Context: an optimization exercise on an open-source flow, tuned for small area and a short achievable clock period. The choices shown serve that exercise and are no tape-out recipe.
Only simulation tests tie the RTL to the original design; equivalence was not proved.
No activity file was given, so power comes from the tool's default toggle rates.

File: flow/run.sh
#!/bin/bash
# synth_recipe.tcl (not shown) runs the flow's synth.tcl, then flattens the netlist and writes it again
# the make line also repeats each setting of config.mk as NAME=value (left out here)
make -C /OpenROAD-flow-scripts/flow DESIGN_CONFIG=/design/flow/config.mk WORK_HOME=/design/flow/orfs CLKGATE_MAP_FILE= SYNTH_SCRIPT=/design/flow/synth_recipe.tcl finish
File: flow/config.mk
export PLATFORM = sky130hd
export DESIGN_NAME = fft_output_reorder
export DESIGN_NICKNAME = fft_output_reorder
export VERILOG_FILES = /design/flow/design.v
export SDC_FILE = /design/flow/constraint.sdc
export NUM_CORES = 4
export LEC_CHECK = 0
export CAP_MARGIN = 20
export CORE_MARGIN = 2
export CORE_UTILIZATION = 40
export SLEW_MARGIN = 20
File: flow/constraint.sdc
create_clock -name core_clock -period 3.5 [get_ports {clk}]
set_input_delay 0.7000 -clock core_clock [delete_from_list [all_inputs] [get_ports {clk}]]
set_output_delay 0.7000 -clock core_clock [all_outputs]
set_load 0.01 [all_outputs]
File: flow/design.v
package fft_pkg;
  localparam int BIT_WIDTH = 24;
  localparam int N_PTS = 16;
  localparam int SIZE_W = 4;
  localparam int BANKS = 2;
  typedef struct packed {
    logic signed [BIT_WIDTH-1:0] re;
    logic signed [BIT_WIDTH-1:0] im;
  } sample_t;
  typedef enum logic [1:0] {IDLE, FETCH, SEND} rd_state_e;
endpackage
module pingpong_ram #(
  parameter int W = 2 * fft_pkg::BIT_WIDTH,
  parameter int AW = $clog2(fft_pkg::BANKS) + fft_pkg::SIZE_W
) (
  input  logic          clk,
  input  logic          rst_n,
  input  logic          we,
  input  logic [AW-1:0] waddr,
  input  logic [W-1:0]  wdata,
  input  logic          re,
  input  logic [AW-1:0] raddr,
  output logic [W-1:0]  rdata
);
  logic [W-1:0] mem [2**AW];
  logic [W-1:0] rdata_q, rdata_d;
  always_ff @(posedge clk)
    if (we) mem[waddr] <= wdata;
  always_comb rdata_d = re ? mem[raddr] : rdata_q;
  always_ff @(posedge clk or negedge rst_n)
    if (!rst_n) rdata_q <= '0;
    else rdata_q <= rdata_d;
  assign rdata = rdata_q;
endmodule
module fft_output_reorder #(
  parameter int bit_width = fft_pkg::BIT_WIDTH,
  parameter int N = fft_pkg::N_PTS,
  parameter int SIZE = fft_pkg::SIZE_W
) (
  input  logic                        clk,
  input  logic                        rst_n,
  input  logic                        valid_i,
  input  logic signed [bit_width-1:0] Re_i,
  input  logic signed [bit_width-1:0] Im_i,
  input  logic [SIZE-1:0]             wr_ptr_i,
  output logic signed [bit_width-1:0] Re_o,
  output logic signed [bit_width-1:0] Im_o,
  output logic [SIZE-1:0]             idx_o,
  output logic                        valid_o,
  input  logic                        ready_i,
  output logic                        last_o,
  output logic                        frame_done_o,
  output logic                        overflow_o
);
  localparam int BANKS = fft_pkg::BANKS;
  logic [BANKS-1:0] full_q, full_d, rel, set;
  logic wr_bank_q, wr_bank_d, overflow_q, overflow_d;
  logic [SIZE:0] wr_cnt_q, wr_cnt_d;
  fft_pkg::rd_state_e state_q, state_d;
  logic rd_bank_q, rd_bank_d, valid_q, valid_d, done_q, done_d;
  logic [SIZE-1:0] rd_idx_q, rd_idx_d, rd_addr_idx;
  logic wr_ok, acc, last_acc, rd_en;
  logic [2*bit_width-1:0] rdata;
  always_comb begin
    acc = valid_q && ready_i;
    last_acc = acc && rd_idx_q == SIZE'(N - 1);
    rel = last_acc ? BANKS'(1) << rd_bank_q : '0;
    wr_ok = valid_i && !(full_q[wr_bank_q] && !rel[wr_bank_q]);
    set = (wr_ok && wr_cnt_q == (SIZE+1)'(N - 1)) ? BANKS'(1) << wr_bank_q : '0;
    full_d = (full_q & ~rel) | set;
    wr_cnt_d = wr_ok ? (|set ? '0 : wr_cnt_q + 1'b1) : wr_cnt_q;
    wr_bank_d = wr_bank_q ^ (|set);
    overflow_d = overflow_q | (valid_i && !wr_ok);
    done_d = last_acc;
    state_d = state_q;
    rd_bank_d = rd_bank_q;
    rd_idx_d = rd_idx_q;
    valid_d = valid_q;
    rd_en = 1'b0;
    rd_addr_idx = rd_idx_q;
    case (state_q)
      fft_pkg::IDLE: if (|full_d) begin
        state_d = fft_pkg::FETCH;
        rd_bank_d = &full_d ? wr_bank_d : !full_d[0];
        rd_idx_d = '0;
      end
      fft_pkg::FETCH: begin
        rd_en = 1'b1;
        valid_d = 1'b1;
        state_d = fft_pkg::SEND;
      end
      fft_pkg::SEND: if (last_acc) begin
        valid_d = 1'b0;
        state_d = full_d[!rd_bank_q] ? fft_pkg::FETCH : fft_pkg::IDLE;
        rd_bank_d = full_d[!rd_bank_q] ? !rd_bank_q : rd_bank_q;
        rd_idx_d = '0;
      end else if (acc) begin
        rd_idx_d = rd_idx_q + 1'b1;
        rd_en = 1'b1;
        rd_addr_idx = rd_idx_d;
      end
      default: state_d = fft_pkg::IDLE;
    endcase
  end
  always_ff @(posedge clk or negedge rst_n)
    if (!rst_n) begin
      full_q <= '0;
      wr_bank_q <= 1'b0;
      wr_cnt_q <= '0;
      overflow_q <= 1'b0;
      state_q <= fft_pkg::IDLE;
      rd_bank_q <= 1'b0;
      rd_idx_q <= '0;
      valid_q <= 1'b0;
      done_q <= 1'b0;
    end else begin
      full_q <= full_d;
      wr_bank_q <= wr_bank_d;
      wr_cnt_q <= wr_cnt_d;
      overflow_q <= overflow_d;
      state_q <= state_d;
      rd_bank_q <= rd_bank_d;
      rd_idx_q <= rd_idx_d;
      valid_q <= valid_d;
      done_q <= done_d;
    end
  pingpong_ram #(.W(2 * bit_width), .AW(SIZE + 1)) u_ram (
    .clk   (clk),
    .rst_n (rst_n),
    .we    (wr_ok),
    .waddr ({wr_bank_q, wr_ptr_i}),
    .wdata ({Re_i, Im_i}),
    .re    (rd_en),
    .raddr ({rd_bank_q, rd_addr_idx}),
    .rdata (rdata)
  );
  assign Re_o = rdata[2*bit_width-1:bit_width];
  assign Im_o = rdata[bit_width-1:0];
  assign idx_o = rd_idx_q;
  assign valid_o = valid_q;
  assign last_o = valid_q && rd_idx_q == SIZE'(N - 1);
  assign frame_done_o = done_q;
  assign overflow_o = overflow_q;
endmodule
==> impl_results.rst <==
.. list-table::
   :header-rows: 1

   * - Metric
     - Value
   * - Arrival time at the worst endpoint
     - 3.92 ns
   * - Cells traversed along the worst timing path
     - ha_1, and3_1, nor2_2, xnor2_2, buf_12, buf_12, buf_4, and3_1, a311oi_1, a311oi_1, o41ai_2
   * - Post-CTS Setup Inserts
     - 0
   * - Slew of the pin with the lowest slew margin
     - 1.10 ns
   * - Highest cell delay on the worst timing path
     - 0.54 ns
   * - Number of stages on the worst hold path
     - 1
   * - Iteration-0 DRC count of the detailed router
     - about 4500
   * - Placement Cell Area
     - 71100 um^2
   * - Worst-skew pair later-pin latency
     - 0.81 ns
   * - Synthesized Nets
     - 4781
   * - Most repeated cell in the gate-level netlist after synthesis
     - edfxtp_1
   * - Largest delay share family, worst path
     - compound AO/OA/AOI/OAI gates
   * - First-pass GRT wire length
     - 268 mm
   * - VDD IR max
     - roughly 0.50 mV
   * - Kind of start point of the critical path
     - register
   * - CTS tree
     - yes
   * - Core utilization of the finished layout
     - 48.8%
   * - Endpoints failing hold
     - 0
   * - Synthesized area
     - 63300 um^2
   * - Portion of the post-synthesis area used by sequential elements
     - 75.5%
   * - Die Width
     - 402 um
   * - Power density over the cells
     - about 640 nW/um^2
   * - Run status
     - finished clean
   * - Core footprint
     - between 150000 and 200000 um^2
   * - GRT Resource Usage Total
     - 22.4%
   * - Post-Route Setup TNS
     - 0 ns
   * - Aggregate global routing overflow
     - 0
   * - Most used flip-flop cell after synthesis
     - edfxtp_1
   * - Worst r2r path cells
     - 11
   * - Highest clock frequency the design can meet
     - 307 MHz
   * - Clock root cell
     - clkbuf_16
   * - Number of remaining DRC errors
     - 0
   * - Number of clock buffers inserted by TritonCTS
     - 166
   * - Share of async-settable or async-resettable flops after synthesis
     - 4.12%
   * - Final wirelength
     - 183 mm
   * - Met2 capacity usage during global routing
     - ~37%
   * - IO Pins
     - 112
   * - DR vias/cell
     - 5.63
   * - Final ANT Viol Nets
     - 0
   * - Register bit total from synthesis
     - 1602
   * - Proportion of netlist area held by the largest area contributor
     - 72.9%
   * - Unrepaired setup endpoints after global routing
     - no
   * - Initial antenna violation count
     - 5
   * - Number of port buffers
     - 111
   * - Final cell count without fillers
     - between 7000 and 8000
   * - Cells after Synth
     - 4716
   * - Number of levels the H-tree was split into
     - 4
   * - Min-Delay Path Class
     - in -> reg
   * - Register-to-register setup slack
     - between 0.2 and 0.25 ns
   * - Vert. Die Dim
     - between 400 and 500 um
   * - Largest area contributor in the synthesized netlist
     - edfxtp_1
   * - Slew Limit Headroom
     - 26.4%
   * - Sum of net half-perimeters after detailed placement
     - 108 mm
   * - Most Crowded Layer GR
     - met2
   * - Setup clock skew after layout
     - approximately 0.029 ns
   * - Share of cells above drive strength 1
     - around 14%
   * - Fin worst setup slack
     - 0.239 ns
   * - Initial core utilization
     - 40.4%
   * - Post-Layout Inst Area
     - 76400 um^2
   * - Antenna fix cells
     - 0
   * - Worst hold slack across all endpoints
     - 0.407 ns
   * - Number of clock sinks
     - 1602
   * - Post-layout min period
     - 3.26 ns
   * - Die Footprint
     - around 160000 um^2
   * - Layout fillers
     - 13300
   * - Cell count after placement
     - 6978
   * - Synthesis warning total
     - 2
   * - Vias in the first global route
     - 39300
   * - Via count
     - 41000
   * - Buffer levels on the longest clock path
     - 3
   * - DR WL/cell
     - 25.2 um
   * - Endpoint class of the critical path
     - register
   * - Placement Rows
     - 145
   * - Clock slew seen by the registers of the worst setup and hold paths
     - around 0.060 ns
   * - Category of the critical setup timing path
     - reg -> reg
   * - CP max stage cell
     - a311oi_1
   * - Most numerous cell types in the synthesized netlist
     - edfxtp_1, nand2_1, nand3_1
   * - Met1 capacity usage during global routing
     - 30.6%
   * - Instance count on the critical path
     - 11
   * - Static leakage
     - 26.5 nW
   * - Global-route track usage on met3
     - between 3 and 4%
   * - DRT Pass-1 Iters
     - 6
   * - Pwr Total
     - 49.1 mW
   * - Highest fanout seen on the critical path
     - 16
   * - Critical path required time
     - between 4 and 5 ns
   * - Total count of max-transition violations in the final report
     - 0
   * - Maximum number of pins on one net before global-route repair
     - 67
   * - EDFF count, synth
     - 1536
   * - NumNets Final
     - 5154
   * - Worst path buffer plus inverter count
     - 3
   * - Number of endpoints failing setup at the final stage
     - 0
   * - Final cycle utilization of the critical path
     - 93.2%
   * - Pre-CTS setup slack
     - -0.256 ns
   * - Top area cells in the synthesized netlist
     - edfxtp_1, nand2_1, nand3_1, dfrtp_1, a21oi_1
   * - Final GP Congestion
     - 0.817
   * - Average cell area after synthesis
     - about 13 um^2
   * - Yosys cell types
     - 56
   * - Max Cap Viol
     - 0
   * - Area growth, synth to finish
     - 20.8%
==> per-layer routing <==
layer / up-vias / part of all wire [%] / routed length, um
met5: - / 0.019 / 35
met4: 6 / 2.5 / 4510
met3: 268 / 6.8 / 12500
met2: 1673 / 49 / 89600
met1: 20900 / 42 / 76700
li1: 18200 / - / -
==> cell type report <==
class                           instances  area (um^2)  area share, %
Inverter                               11         41.3         0.0540
Timing Repair Buffer                  516         6370           8.33
Multi-Input combinational cell       2792        14300           18.7
Tap cell                             2058         2570           3.37
Sequential cell                      1602        47800           62.5
Clock buffer                          233         4640           6.07
Clock inverter                         74          738          0.966
==> final timing paths <==
kind / from / end
max: rd_idx_q[1] / u_ram.rdata_q[4]
min: Re_i[16] / u_ram.mem[9][40]
max in group asynchronous: rst_n / u_ram.rdata_q[1]
min in group asynchronous: rst_n / u_ram.rdata_q[12]
min reg2reg: wr_cnt_q[3] / wr_cnt_q[3]
max reg2reg: rd_idx_q[1] / u_ram.rdata_q[4]
==> registers in the layout, indices dropped and copies added (netlist names) <==
signal,flops
wr_bank_q,1
rd_idx_q,4
done_q,1
rd_bank_q,1
u_ram.mem,1536
full_q,2
overflow_q,1
state_q,2
u_ram.rdata_q,48
wr_cnt_q,5
valid_q,1
==> repair_timing <==
item                                   CTS  global route
gates resized for setup                  0             0
endpoints found under the hold margin   23             0
hold buffers                             1             0
==> kinds of logic after synthesis <==
logic type / count (synthesis) / synth area share (%)
AO/OA/AOI/OAI: 476 / 5.67
XOR/XNOR: 1 / 0.0138
adder cells (fa/ha/maj): 9 / 0.178
buffers and inverters: 322 / 2.46
flip-flops: 1602 / 75.5
multiplexers: 66 / 1.10
AND/OR/NAND/NOR: 2240 / 15.1
==> report_power, final <==
part	internal [mW]	switching [mW]	total [mW]	leakage (nW)
logic	3.63	5.78	9.41	9.24
registers	21.7	0.496	22.2	14.6
clock network	9.93	7.48	17.4	2.63
==> cells in the final DEF (no fill, tap or decap), types with 8 or more instances in the layout <==
cell type / netlist / routed
clkbuf_16: 0 / 169
bufinv_16: 0 / 8
inv_1: 11 / 11
nand2_1: 1487 / 1486
mux2i_1: 60 / 60
a311oi_1: 92 / 92
dfrtp_1: 66 / 66
a21oi_1: 194 / 194
ha_1: 9 / 9
and3_1: 55 / 53
edfxtp_1: 1536 / 1536
o21ai_0: 13 / 13
nor2_4: 0 / 32
nor2_1: 41 / 9
buf_12: 0 / 181
a31oi_1: 50 / 50
buf_2: 134 / 10
clkinv_2: 0 / 27
buf_4: 31 / 224
clkinv_1: 0 / 15
o41ai_2: 41 / 41
clkbuf_1: 118 / 47
clkdlybuf4s50_1: 0 / 100
nand3_1: 573 / 572
a32oi_1: 48 / 48
or4_1: 47 / 47
clkbuf_8: 0 / 17

==> re-timing with driven ports <==
Ports are ideal in the flow. The routed layout listed here was re-timed in OpenROAD.
Step 1, drivers: a clkbuf_16 drives clk and a buf_2 each remaining input, both assumed.
Step 2 adds t to the input delays and takes it off the output delays; t is the mean of the earliest and latest rising clock arrival at the registers after step 1. Input paths then give back, and output paths get back, about the clock's delay inside the block.
a / b / c = ideal / step 1 / step 2; a / b = the first two.
t (ns): 0.875
setup slack, ns: 0.239 / 0.159 / -0.286
hold WS [ns]: 0.407 / 0.351 / 0.480
worst slew at a driven data input, ns: 0.11
cell pins on the clock port's net: 1
With both steps, setup timing fails in this run, where it was met with ideal ports. The setup slack of this run moves by -0.080 ns with the drivers and by -0.525 ns with both steps.
